What follows belongs to an exercise in optimizing a design on an open flow for small area, a short achievable clock period and few clock cycles per item; a production flow would make more cautious choices. RTL that was checked went through simulation tests only; none was proved equivalent to the original. No functional check of the RTL was part of run 2. Power is estimated from default activity; no workload was simulated.

===== config.mk =====
export PLATFORM = sky130hd
export DESIGN_NAME = rgb_pixel_brightness_blend_unit
export DESIGN_NICKNAME = rgb_pixel_brightness_blend_unit
export VERILOG_FILES = /design/flow/design.v
export SDC_FILE = /design/flow/constraint.sdc
export NUM_CORES = 4
export LEC_CHECK = 0
export CAP_MARGIN = 20
export CORE_MARGIN = 2
export CORE_UTILIZATION = 40
export SLEW_MARGIN = 20

===== constraint.sdc =====
create_clock -name core_clock -period 11.0 [get_ports {i_clk}]
set_input_delay 2.2000 -clock core_clock [delete_from_list [all_inputs] [get_ports {i_clk}]]
set_output_delay 2.2000 -clock core_clock [all_outputs]
set_load 0.01 [all_outputs]

===== design.v =====
`timescale 1ns / 1ps
module rgb_pixel_brightness_blend_unit
(
    input  logic                i_clk,
    input  logic                i_rst_n,
    input  logic                i_cfg_we,
    input  logic [2:0]          i_cfg_index,
    input  logic [31:0]         i_cfg_data,
    input  logic                i_valid,
    output logic                o_stall,
    input  logic [1:0]          i_func,
    input  logic [31:0]         i_src_pixel,
    input  logic [31:0]         i_dst_pixel,
    output logic                o_valid,
    input  logic                i_stall,
    output logic [31:0]         o_out_pixel,
    output logic                o_write_enable
);
    localparam int CH_BITS  = 8;
    localparam int PIX_BITS = 32;
    localparam int POS_BITS = 5;
    localparam int CFG_BITS = 32;
    localparam int IDX_BITS = 3;
    localparam int NUM_CH   = 3;
    typedef logic [CH_BITS-1:0]  t_ch;
    typedef logic [PIX_BITS-1:0] t_pix;
    typedef logic [POS_BITS-1:0] t_pos;
    typedef logic [1:0]          t_func;
    localparam t_ch CH_MAX = {CH_BITS{1'b1}};
    localparam t_func FUNC_BRIGHT = 2'd0;
    localparam t_func FUNC_FILL   = 2'd1;
    localparam t_func FUNC_BLEND  = 2'd2;
    localparam t_func FUNC_PASTE  = 2'd3;
    localparam logic [IDX_BITS-1:0] CFG_RED_POS   = 3'd0;
    localparam logic [IDX_BITS-1:0] CFG_GREEN_POS = 3'd1;
    localparam logic [IDX_BITS-1:0] CFG_BLUE_POS  = 3'd2;
    localparam logic [IDX_BITS-1:0] CFG_LEVEL     = 3'd3;
    localparam logic [IDX_BITS-1:0] CFG_FILL      = 3'd4;
    localparam logic [IDX_BITS-1:0] CFG_SPRITE    = 3'd5;
    localparam t_pos RST_RED_POS   = 5'd16;
    localparam t_pos RST_GREEN_POS = 5'd8;
    localparam t_pos RST_BLUE_POS  = 5'd0;
    localparam t_ch  RST_LEVEL     = 8'd128;
    function automatic t_ch bright(input t_ch b, input t_ch c);
        t_ch            dec;
        logic [CH_BITS:0] sum;
        dec = {7'(7'd127 - b[CH_BITS-2:0]), 1'b0};
        sum = {1'b0, c} + {1'b0, b[CH_BITS-2:0], 1'b0};
        if (!b[CH_BITS-1]) begin
            bright = (c > dec) ? t_ch'(c - dec) : '0;
        end else begin
            bright = sum[CH_BITS] ? CH_MAX : sum[CH_BITS-1:0];
        end
    endfunction
    function automatic t_ch blend(input t_ch d, input t_ch s, input t_ch t);
        logic [2*CH_BITS-1:0] p;
        p = 16'(d) * 16'(CH_MAX - t) + 16'(s) * 16'(t);
        blend = p[2*CH_BITS-1:CH_BITS];
    endfunction
    function automatic t_ch get_ch(input t_pix pix, input t_pos pos);
        t_pix sh;
        sh = pix >> pos;
        get_ch = sh[CH_BITS-1:0];
    endfunction
    function automatic t_pix put_ch(input t_ch val, input t_pos pos);
        put_ch = t_pix'(val) << pos;
    endfunction
    t_pos  r_red_pos, r_green_pos, r_blue_pos;
    t_ch   r_level;
    t_pix  r_fill;
    logic  r_sprite;
    logic  r_s1_valid;
    t_func r_s1_func;
    t_pix  r_s1_src;
    t_pix  r_s1_dst;
    logic  r_out_valid;
    t_pix  r_out_pixel;
    logic  r_out_we;
    logic  in_accept;
    logic  s1_adv;
    t_pos  pos [NUM_CH];
    t_pix  s_pix;
    logic  black;
    t_pix  n_out_pixel;
    logic  n_out_we;
    always_ff @(posedge i_clk) begin
        if (!i_rst_n) begin
            r_red_pos   <= RST_RED_POS;
            r_green_pos <= RST_GREEN_POS;
            r_blue_pos  <= RST_BLUE_POS;
            r_level     <= RST_LEVEL;
            r_fill      <= '0;
            r_sprite    <= 1'b0;
        end else if (i_cfg_we) begin
            case (i_cfg_index)
                CFG_RED_POS:   r_red_pos   <= i_cfg_data[POS_BITS-1:0];
                CFG_GREEN_POS: r_green_pos <= i_cfg_data[POS_BITS-1:0];
                CFG_BLUE_POS:  r_blue_pos  <= i_cfg_data[POS_BITS-1:0];
                CFG_LEVEL:     r_level     <= i_cfg_data[CH_BITS-1:0];
                CFG_FILL:      r_fill      <= i_cfg_data[PIX_BITS-1:0];
                CFG_SPRITE:    r_sprite    <= i_cfg_data[0];
                default: begin
                end
            endcase
        end
    end
    assign s1_adv    = !r_out_valid || !i_stall;
    assign o_stall   = r_s1_valid && !s1_adv;
    assign in_accept = i_valid && !o_stall;
    always_ff @(posedge i_clk) begin
        if (!i_rst_n) begin
            r_s1_valid <= 1'b0;
        end else if (in_accept) begin
            r_s1_valid <= 1'b1;
        end else if (s1_adv) begin
            r_s1_valid <= 1'b0;
        end
    end
    always_ff @(posedge i_clk) begin
        if (in_accept) begin
            r_s1_func <= i_func;
            r_s1_src  <= i_src_pixel;
            r_s1_dst  <= i_dst_pixel;
        end
    end
    always_comb begin
        pos[0] = r_red_pos;
        pos[1] = r_green_pos;
        pos[2] = r_blue_pos;
        s_pix  = (r_s1_func == FUNC_FILL) ? r_fill : r_s1_src;
        black  = (get_ch(s_pix, pos[0]) == '0) && (get_ch(s_pix, pos[1]) == '0) &&
                 (get_ch(s_pix, pos[2]) == '0);
        n_out_pixel = '0;
        n_out_we    = 1'b1;
        case (r_s1_func)
            FUNC_BRIGHT: begin
                for (int i = 0; i < NUM_CH; i++) begin
                    n_out_pixel |= put_ch(bright(r_level, get_ch(r_s1_dst, pos[i])), pos[i]);
                end
            end
            FUNC_PASTE: begin
                for (int i = 0; i < NUM_CH; i++) begin
                    n_out_pixel |= put_ch(bright(bright(r_level, get_ch(r_s1_src, pos[i])),
                                                 get_ch(r_s1_dst, pos[i])), pos[i]);
                end
            end
            default: begin
                if (r_level == '0 || (r_s1_func == FUNC_BLEND && r_sprite && black)) begin
                    n_out_pixel = r_s1_dst;
                    n_out_we    = 1'b0;
                end else if (r_level == CH_MAX) begin
                    for (int i = 0; i < NUM_CH; i++) begin
                        n_out_pixel |= put_ch(get_ch(s_pix, pos[i]), pos[i]);
                    end
                end else begin
                    for (int i = 0; i < NUM_CH; i++) begin
                        n_out_pixel |= put_ch(blend(get_ch(r_s1_dst, pos[i]),
                                                    get_ch(s_pix, pos[i]), r_level), pos[i]);
                    end
                end
            end
        endcase
    end
    always_ff @(posedge i_clk) begin
        if (!i_rst_n) begin
            r_out_valid <= 1'b0;
        end else if (s1_adv) begin
            r_out_valid <= r_s1_valid;
        end
    end
    always_ff @(posedge i_clk) begin
        if (s1_adv && r_s1_valid) begin
            r_out_pixel <= n_out_pixel;
            r_out_we    <= n_out_we;
        end
    end
    assign o_valid        = r_out_valid;
    assign o_out_pixel    = r_out_pixel;
    assign o_write_enable = r_out_we;
endmodule

===== run.sh =====
#!/bin/bash
# synth_recipe.tcl (not shown) runs the flow's synth.tcl, then flattens the netlist and writes it again
# the make line also repeats each setting of config.mk as NAME=value (left out here)
make -C /OpenROAD-flow-scripts/flow DESIGN_CONFIG=/design/flow/config.mk WORK_HOME=/design/flow/orfs CLKGATE_MAP_FILE= SYNTH_SCRIPT=/design/flow/synth_recipe.tcl finish

==> results of run 1 <==
path summary, 6_finish.rpt:
path / start / end / slack (ns) / cells after the start
min reg2reg: r_s1_valid$_SDFFE_PN0P_ / r_out_valid$_SDFFE_PN0N_ / 0.52 / 2
min: r_s1_valid$_SDFFE_PN0P_ / r_out_valid$_SDFFE_PN0N_ / 0.52 / 2
max reg2reg: r_green_pos[0]$_SDFFE_PN0P_ / r_out_pixel[24]$_DFFE_PP_ / 0.48 / 29
max: r_green_pos[0]$_SDFFE_PN0P_ / r_out_pixel[24]$_DFFE_PP_ / 0.48 / 29
flip-flops by register name (all words and copies together), names as in the netlist:
signal,flops
r_level,8
r_s1_func,2
r_out_we,1
r_sprite,1
r_blue_pos,5
r_s1_src,32
r_out_pixel,32
r_green_pos,5
r_red_pos,5
r_s1_valid,1
r_out_valid,1
r_fill,32
r_s1_dst,32
cell type report:
class	count	area share, %
clock buffer	19	0.839
antenna	12	0.0582
timing repair buffer	603	9.77
tap	1512	3.67
inverter	533	3.88
clock inverter	13	0.301
multi-input combinational	4618	73.4
sequential	157	8.12
through the flow:
| step | cell area, um^2 | cells |
|---|---|---|
| 2_1_floorplan | 45800 | 5779 |
| 3_3_place_gp | 50900 | 7420 |
| 3_5_place_dp | 50900 | 7421 |
| 4_1_cts | 51500 | 7453 |
| 5_1_grt | 51600 | 7455 |
| 6_report | 51600 | 7467 |
report_power, final:
group / switching (W) / internal, W
Combinational: 0.0107 / 0.00689
Clock: 0.000302 / 0.000339
Sequential: 0.000124 / 0.000778
Total: 0.0112 / 0.00801
worst max-delay path, delay by kind of cell (launching register included):
kind | cells | cell delay, ns
compound gates | 12 | 3.16
fa+ha+maj | 7 | 3.08
simple gates | 5 | 2.34
flops | 1 | 0.89
buf+inv | 5 | 0.81
routing by layer:
layer	track usage (%)	wire length, um	vias to the layer above
li1	-	-	21300
met3	21.0	42200	1453
met1	61.2	111000	26400
met2	74.5	125000	4537
met4	44.2	34700	30
met5	0	173	-
kinds of logic after synthesis:
family                   Yosys count  synth area share [%]
AO/OA/AOI/OAI                   1587                  24.5
XOR/XNOR                          71                  1.36
adder cells (fa/ha/maj)          585                  20.9
buffers and inverters           1004                  8.86
flip-flops                       157                  9.02
multiplexers                     528                  16.5
AND/OR/NAND/NOR                 1847                  18.8
cell usage in the layout (no fill, tap or decap), types with 72 or more instances in the layout:
cell type	instances
nor2b_1	80
nand2_1	656
edfxtp_1	99
a22oi_1	72
o22ai_1	89
nand3_1	93
a211oi_1	95
nor3_1	111
mux2i_1	236
and2_1	120
mux2_2	114
inv_1	509
a21oi_1	291
clkdlybuf4s50_1	139
buf_4	448
ha_1	282
o21ai_0	227
nor2_1	459
mux4_2	167
fa_1	302
==> summary.txt, run 1 <==
Outcome
  – Status: timing/DRC/antenna clean

Pwr
  – Peak supply drop: 0.627 mV
  – PwrDens: 371 mW/mm^2
  – Pwr Total: approximately 0.019 W
  – P_leak: 21.2 nW

Critical path
  – Crit Path Class: reg -> reg
  – Slowest cell delay on critical path: just under 1 ns
  – Critical Path Sink Type: flip-flop
  – CP arrival: between 10 and 15 ns
  – Top cell by count, worst path: fa_1
  – Startpoint types: flip-flop
  – CP required: 11.40 ns
  – Crit Path Max Fanout: 50
  – CP max-delay cell: nor3b_2

Timing
  – Final min period: 10.52 ns
  – Slew headroom: 13.9%
  – Fmax: 95.1 MHz
  – Fraction of the cycle the final worst path needs: 95.6%
  – Hold Worst Slack: 0.516 ns
  – Clock skew: 0.0378 ns
  – Final slew viol count: 0
  – Unrepaired setup endpoints after global routing: false
  – Setup TNS Final: 0 ns
  – Setup slack after layout: roughly 0.48 ns
  – Final Hold Vio Count: 0
  – Least-Margin Pin Slew: about 1.3 ns
  – Final setup fails: 0

Job
  – Max Cap Viol: 0

Global routing
  – GRT Total Usage: between 50% and 60%
  – First-pass GRT wire length: 426000 um
  – Largest net degree at the start of global routing: 83
  – Initial antenna violation count: 30
  – Vias in the first global route: 51200
  – Congestion Overflow GR: 0

Synthesis
  – #FFs+latches synth: approximately 160
  – FFs w/ async S/R, synth: 0%
  – Synth top cells by count: nand2_1, inv_1, nor2_1
  – Synth Area per Inst: approximately 7.9 um^2
  – Mapped cell area: 0.0458 mm^2
  – Synth area leader: fa_1
  – Netlist cell types: 111
  – Synth top area cells: fa_1, mux4_2, ha_1
  – Ys flop type: edfxtp_1
  – Number of synthesized flops with an enable pin: 99
  – Mapped Cells: 5779
  – Syn nets: 6470
  – Post-synth top area share: 13.2%
  – Yosys warning count: 2
  – Most common cell in the synthesized netlist: nand2_1
  – Register area share after synthesis: between 9 and 10%

Routing
  – Via/cell ratio: 7.21
  – Vias: 53800
  – Post-Route WL: 312000 um
  – Antenna-violating nets left: 0
  – First-pass detailed-route iteration total: 7
  – WL per Instance: 41.8 um
  – Drt initial violations: between 8000 and 9000
  – DRC Markers: 0

Placed design
  – Place WS: 0.876 ns
  – DP HPWL: 243000 um
  – Routability Congestion: ~1.2
  – Port Buf Inserts: 140

CTS
  – CTS tree: built
  – Clk root buf: clkbuf_16
  – # hold bufs at CTS: 0
  – H-tree depth: 4
  – Clk Latency, worst-skew pair: 0.53 ns
  – CTS resizes: 0
  – Setup Buffers After CTS: 0
  – Max clock buf depth: 2
  – CTS sink count: roughly 160
  – Num CTS Buffers: 17
  – Clk pin slew, worst setup/hold paths: about 0.08 ns

Floorplanning
  – Die area: approximately 0.12 mm^2
  – Starting Density: between 40% and 50%
  – Die width: 342 um
  – Core area: 0.114 mm^2
  – I/O pin count: 141
  – Cell Rows: 124
  – Die Y: 342 um

Hold path
  – HP Class: reg -> reg

Layout
  – Area of the multi-input gates: 0.0379 mm^2
  – Area grow syn2layout: 12.6%
  – Final net count: between 6000 and 7000
  – Layout cell share with drive strength beyond 1: 16.2%
  – Reg area: 0.00419 mm^2
  – Fill count: 11500
  – Final Util: 45.2%
Testbench counts, summed over its fixed seeds: cycles 16,512, items 16,384.
==> run 2: changes to the inputs <==
==> design.v (replaced) <==
`timescale 1ns / 1ps
module rgb_pixel_brightness_blend_unit
(
    input  logic                i_clk,
    input  logic                i_rst_n,
    input  logic                i_cfg_we,
    input  logic [2:0]          i_cfg_index,
    input  logic [31:0]         i_cfg_data,
    input  logic                i_valid,
    output logic                o_stall,
    input  logic [1:0]          i_func,
    input  logic [31:0]         i_src_pixel,
    input  logic [31:0]         i_dst_pixel,
    output logic                o_valid,
    input  logic                i_stall,
    output logic [31:0]         o_out_pixel,
    output logic                o_write_enable
);
    function automatic logic [7:0] bright(input logic [7:0] x, input logic [7:0] c);
        logic [7:0] hi;
        hi = {1'b0, c[7:1]} + {1'b0, x[6:0]} + {7'd0, ~x[7]};
        if (hi[7] == x[7]) bright = {8{x[7]}};
        else               bright = {hi[6:0], c[0]};
    endfunction
    function automatic logic [7:0] blend(input logic [7:0] d, input logic [7:0] s,
                                         input logic [7:0] t);
        logic [15:0] p;
        p = '0;
        for (int i = 0; i < 8; i++) p = p + (16'(t[i] ? s : d) << i);
        blend = p[15:8];
    endfunction
    function automatic logic [7:0] get_ch(input logic [31:0] pix, input logic [4:0] pos);
        logic [31:0] sh;
        sh = pix >> pos;
        get_ch = sh[7:0];
    endfunction
    function automatic logic [31:0] put_ch(input logic [7:0] val, input logic [4:0] pos);
        put_ch = 32'(val) << pos;
    endfunction
    logic [4:0]  r_pos [3];
    logic [7:0]  r_level;
    logic [31:0] r_fill;
    logic        r_sprite;
    logic        r_s1_valid;
    logic [1:0]  r_s1_func;
    logic [31:0] r_s1_src;
    logic [31:0] r_s1_dst;
    logic        r_out_valid;
    logic [31:0] r_out_pixel;
    logic        r_out_we;
    logic        in_accept;
    logic        s1_adv;
    always_ff @(posedge i_clk) begin
        if (!i_rst_n) begin
            r_pos[0] <= 5'd16;
            r_pos[1] <= 5'd8;
            r_pos[2] <= 5'd0;
            r_level  <= 8'd128;
            r_fill   <= '0;
            r_sprite <= 1'b0;
        end else if (i_cfg_we) begin
            case (i_cfg_index)
                3'd0: r_pos[0] <= i_cfg_data[4:0];
                3'd1: r_pos[1] <= i_cfg_data[4:0];
                3'd2: r_pos[2] <= i_cfg_data[4:0];
                3'd3: r_level  <= i_cfg_data[7:0];
                3'd4: r_fill   <= i_cfg_data;
                3'd5: r_sprite <= i_cfg_data[0];
                default: ;
            endcase
        end
    end
    assign s1_adv    = !r_out_valid || !i_stall;
    assign o_stall   = r_s1_valid && !s1_adv;
    assign in_accept = i_valid && !o_stall;
    always_ff @(posedge i_clk) begin
        if (!i_rst_n)       r_s1_valid <= 1'b0;
        else if (in_accept) r_s1_valid <= 1'b1;
        else if (s1_adv)    r_s1_valid <= 1'b0;
    end
    always_ff @(posedge i_clk) begin
        if (in_accept) begin
            r_s1_func <= i_func;
            r_s1_src  <= i_src_pixel;
            r_s1_dst  <= i_dst_pixel;
        end
    end
    logic        is_fill, is_blend, is_paste, is_bright;
    logic [31:0] c_pix;
    logic [7:0]  d [3];
    logic [7:0]  c [3];
    logic [7:0]  v [3];
    logic        black, pass;
    logic [31:0] n_out_pixel;
    always_comb begin
        is_fill   = r_s1_func == 2'd1;
        is_blend  = r_s1_func == 2'd2;
        is_paste  = r_s1_func == 2'd3;
        is_bright = r_s1_func == 2'd0;
        c_pix = is_fill ? r_fill : r_s1_src;
        for (int k = 0; k < 3; k++) begin
            d[k] = get_ch(r_s1_dst, r_pos[k]);
            c[k] = get_ch(c_pix, r_pos[k]);
        end
        black = (c[0] == '0) && (c[1] == '0) && (c[2] == '0);
        pass  = (is_fill || is_blend) && ((r_level == '0) || (is_blend && r_sprite && black));
        n_out_pixel = '0;
        for (int k = 0; k < 3; k++) begin
            if (is_bright || is_paste)
                v[k] = bright(is_paste ? bright(r_level, c[k]) : r_level, d[k]);
            else if (r_level == 8'hFF)
                v[k] = c[k];
            else
                v[k] = blend(d[k], c[k], r_level);
            n_out_pixel |= put_ch(v[k], r_pos[k]);
        end
        if (pass) n_out_pixel = r_s1_dst;
    end
    always_ff @(posedge i_clk) begin
        if (!i_rst_n)    r_out_valid <= 1'b0;
        else if (s1_adv) r_out_valid <= r_s1_valid;
    end
    always_ff @(posedge i_clk) begin
        if (s1_adv && r_s1_valid) begin
            r_out_pixel <= n_out_pixel;
            r_out_we    <= !pass;
        end
    end
    assign o_valid        = r_out_valid;
    assign o_out_pixel    = r_out_pixel;
    assign o_write_enable = r_out_we;
endmodule
==> summary.txt, run 2 <==
Outcome
  – Status: timing/DRC/antenna clean (unchanged)

Placed design
  – Routability Congestion: 1.08 (was 1.18)
  – Placed cell count: 4361 (was 7421)
  – DP HPWL: 116000 um (was 243000 um)
  – Post-DP Area: 0.0307 mm^2 (was 0.0509 mm^2)
  – Port Buf Inserts: 140 (unchanged)

Routing
  – Vias: 30700 (was 53800)
  – First-pass detailed-route iteration total: 8 (was 7)
  – DRC Markers: 0 (unchanged)
  – Post-Route WL: 152000 um (was 312000 um)
  – Via/cell ratio: 6.98 (was 7.21)
  – WL per Instance: 34.5 um (was 41.8 um)
  – Drt initial violations: 4549 (was 8520)
  – Antenna-violating nets left: 0 (unchanged)

Layout
  – Commonest non-fill, non-tap cell in the layout: nand2_1 (unchanged)
  – Final Util: 45.4% (was 45.2%)
  – Area grow syn2layout: 11.9% (was 12.6%)
  – Final net count: 3795 (was 6621)
  – Reg area: 0.00417 mm^2 (was 0.00419 mm^2)
  – Commonest non-fill, non-tap cells in the layout: nand2_1, nor2_1, a21oi_1, o21ai_0, buf_4 (was nand2_1, inv_1, nor2_1, buf_4, fa_1)
  – Layout cell share with drive strength beyond 1: 14.9% (was 16.2%)
  – Cell area after layout: 0.0313 mm^2 (was 0.0516 mm^2)
  – Final non-filler cell total: 4394 (was 7467)
  – Fill count: 7017 (was 11500)
  – Area of the multi-input gates: 0.0221 mm^2 (was 0.0379 mm^2)

Pwr
  – Peak supply drop: 0.249 mV (was 0.627 mV)
  – P_leak: 11.8 nW (was 21.2 nW)
  – PwrDens: 299 mW/mm^2 (was 371 mW/mm^2)

CTS
  – Clk pin slew, worst setup/hold paths: 0.09 ns (was 0.08 ns)
  – CTS resizes: 0 (unchanged)
  – Setup Buffers After CTS: 0 (unchanged)
  – H-tree depth: 4 (unchanged)
  – # hold bufs at CTS: 0 (unchanged)
  – Max clock buf depth: 2 (unchanged)
  – Clk Latency, worst-skew pair: 0.52 ns (was 0.53 ns)
  – Clk root buf: clkbuf_16 (unchanged)
  – CTS sink count: 157 (unchanged)
  – Num CTS Buffers: 17 (unchanged)
  – CTS tree: built (unchanged)

Synthesis
  – Most common cell in the synthesized netlist: nand2_1 (unchanged)
  – Post-synth top area share: 12.2% (was 13.2%)
  – Synth Area per Inst: 8.21 um^2 (was 7.93 um^2)
  – Synth top area cells: mux4_2, edfxtp_1, fa_1 (was fa_1, mux4_2, ha_1)
  – Synth top cells by count: nand2_1, nor2_1, a21oi_1 (was nand2_1, inv_1, nor2_1)
  – Synth area leader: mux4_2 (was fa_1)
  – Yosys warning count: 5 (was 2)
  – Number of synthesized flops with an enable pin: 99 (unchanged)
  – Mapped Cells: 3407 (was 5779)
  – #FFs+latches synth: 157 (unchanged)
  – Syn nets: 3753 (was 6470)
  – FFs w/ async S/R, synth: 0% (unchanged)
  – Netlist cell types: 106 (was 111)
  – Mapped cell area: 0.0280 mm^2 (was 0.0458 mm^2)
  – Register area share after synthesis: 14.8% (was 9.02%)
  – Ys flop type: edfxtp_1 (unchanged)

Job
  – Max Cap Viol: 0 (unchanged)

Floorplanning
  – Die Y: 268 um (was 342 um)
  – Die width: 268 um (was 342 um)
  – Starting Density: 40.6% (was 40.2%)
  – Die area: 0.0721 mm^2 (was 0.117 mm^2)
  – Cell Rows: 96 (was 124)
  – Core area: 0.0689 mm^2 (was 0.114 mm^2)
  – I/O pin count: 141 (unchanged)

Timing
  – Setup TNS Final: 0 ns (unchanged)
  – Least-Margin Pin Slew: 1.16 ns (was 1.29 ns)
  – Final Hold Vio Count: 0 (unchanged)
  – Final setup fails: 0 (unchanged)
  – Final slew viol count: 0 (unchanged)
  – Fraction of the cycle the final worst path needs: 95.5% (was 95.6%)
  – Final min period: 10.51 ns (was 10.52 ns)
  – Clock skew: 0.0313 ns (was 0.0378 ns)
  – Hold Worst Slack: 0.489 ns (was 0.516 ns)
  – Slew headroom: 22.7% (was 13.9%)
  – Fmax: 95.2 MHz (was 95.1 MHz)
  – Unrepaired setup endpoints after global routing: false (unchanged)

Global routing
  – Initial antenna violation count: 12 (was 30)
  – First-pass GRT wire length: 214000 um (was 426000 um)
  – GRT Total Usage: 41.7% (was 52.3%)
  – Largest net degree at the start of global routing: 66 (was 83)
  – Vias in the first global route: 29200 (was 51200)
  – Congestion Overflow GR: 0 (unchanged)

Hold path
  – HP Class: reg -> reg (unchanged)

Critical path
  – Crit Path Class: reg -> reg (unchanged)
  – CP required: 11.35 ns (was 11.40 ns)
  – Critical Path Sink Type: flip-flop (unchanged)
  – Crit Path Max Fanout: 30 (was 50)
  – Startpoint types: flip-flop (unchanged)
  – CP arrival: 10.86 ns (was 10.92 ns)
## run 2: routing by layer
layer	track usage [%]	wire length [um]	vias up
li1	-	-	12900
met1	52.6	57500	14900
met2	61.9	64300	2287
met3	13.1	18300	622
met4	26.0	11600	10
met5	0	69	-
## run 2: metrics by stage
step           power [W]  worst slack (ns)
4_1_cts          0.00908              1.05
3_5_place_dp     0.00838              1.12
3_3_place_gp     0.00845              1.04
5_1_grt          0.00984             0.344
6_report         0.00935             0.494
2_1_floorplan    0.00558              2.41
## run 2: layout make-up
cell class / instances / share of cell area (%)
sequential: 157 / 13.3
clock buffer: 17 / 1.36
antenna: 1 / 0.00800
multi-input combinational: 2806 / 70.5
tap: 931 / 3.72
timing repair buffer: 305 / 8.48
clock inverter: 15 / 0.644
inverter: 162 / 1.94
## run 2: power breakdown
group | switching, W | leakage, nW | internal [W]
combinational | 0.00496 | 10.1 | 0.00288
clock | 0.000348 | 0.305 | 0.000314
sequential | 0.0000936 | 1.43 | 0.000757
total | 0.00540 | 11.8 | 0.00395
## run 2: worst max-delay path, cell delays in order (launching register included)
cell and delay (ns):
edfxtp_1 0.42, inv_1 0.11, ha_4 0.46, mux2i_1 0.71, buf_4 0.26, mux2i_1 0.10
mux4_2 0.48, a221oi_1 0.31, nand3_1 0.84, nand2_1 0.27, o21ai_0 0.14, fa_1 0.52
fa_1 0.43, fa_1 0.50, inv_1 0.06, fa_1 0.47, inv_1 0.04, ha_1 0.31
o21ai_0 0.84, o32ai_2 0.42, a41oi_1 0.37, nand4_1 0.49, o32ai_1 0.64, nand2_1 0.12
and3_1 0.25, o21ai_0 0.41, o32a_1 0.27
## run 2: path summary, 6_finish.rpt
| path | cells past startpoint | slack (ns) | start | end |
|---|---|---|---|---|
| max | 26 | 0.49 | r_s1_func[1]$_DFFE_PP_ | r_out_pixel[4]$_DFFE_PP_ |
| min | 2 | 0.49 | r_fill[27]$_SDFFE_PN0P_ | r_fill[27]$_SDFFE_PN0P_ |
| max reg2reg | 26 | 0.49 | r_s1_func[1]$_DFFE_PP_ | r_out_pixel[4]$_DFFE_PP_ |
| min reg2reg | 2 | 0.49 | r_fill[27]$_SDFFE_PN0P_ | r_fill[27]$_SDFFE_PN0P_ |
## run 2: cell families after synthesis
kind of cell	share of synthesized area (%)
flip-flops	14.8
AO/OA/AOI/OAI	24.6
multiplexers	20.6
buffers and inverters	6.55
XOR/XNOR	0.877
adder cells (fa/ha/maj)	13.9
AND/OR/NAND/NOR	18.7

-- what the ideal ports hide --
In the flow no input, the clock included, has a driving cell. The finished layouts below were timed again as built, in two steps.
Step 1 (the two cells are an assumption about what drives the block):
set clk [get_ports {i_clk}]
set_driving_cell -lib_cell sky130_fd_sc_hd__clkbuf_16 $clk
set_driving_cell -lib_cell sky130_fd_sc_hd__buf_2 [delete_from_list [all_inputs] $clk]
Step 2 adds t to the input delays and takes it off the output delays; t is the mean of the earliest and latest rising clock arrival at the registers after step 1. Input paths then give back, and output paths get back, about the clock's delay inside the block.
a / b / c = ideal ports / drivers / drivers and shift; a / b = the first two.
| run | t, ns | setup WS [ns] | latest minus earliest clock arrival (ns) |
|---|---|---|---|
| run 1 | 0.583 | 0.481 / 0.481 / 0.481 | 0.038 / 0.038 |
| run 2 | 0.566 | 0.494 / 0.494 / 0.494 | 0.032 / 0.031 |
After both steps every run listed still meets setup and hold.
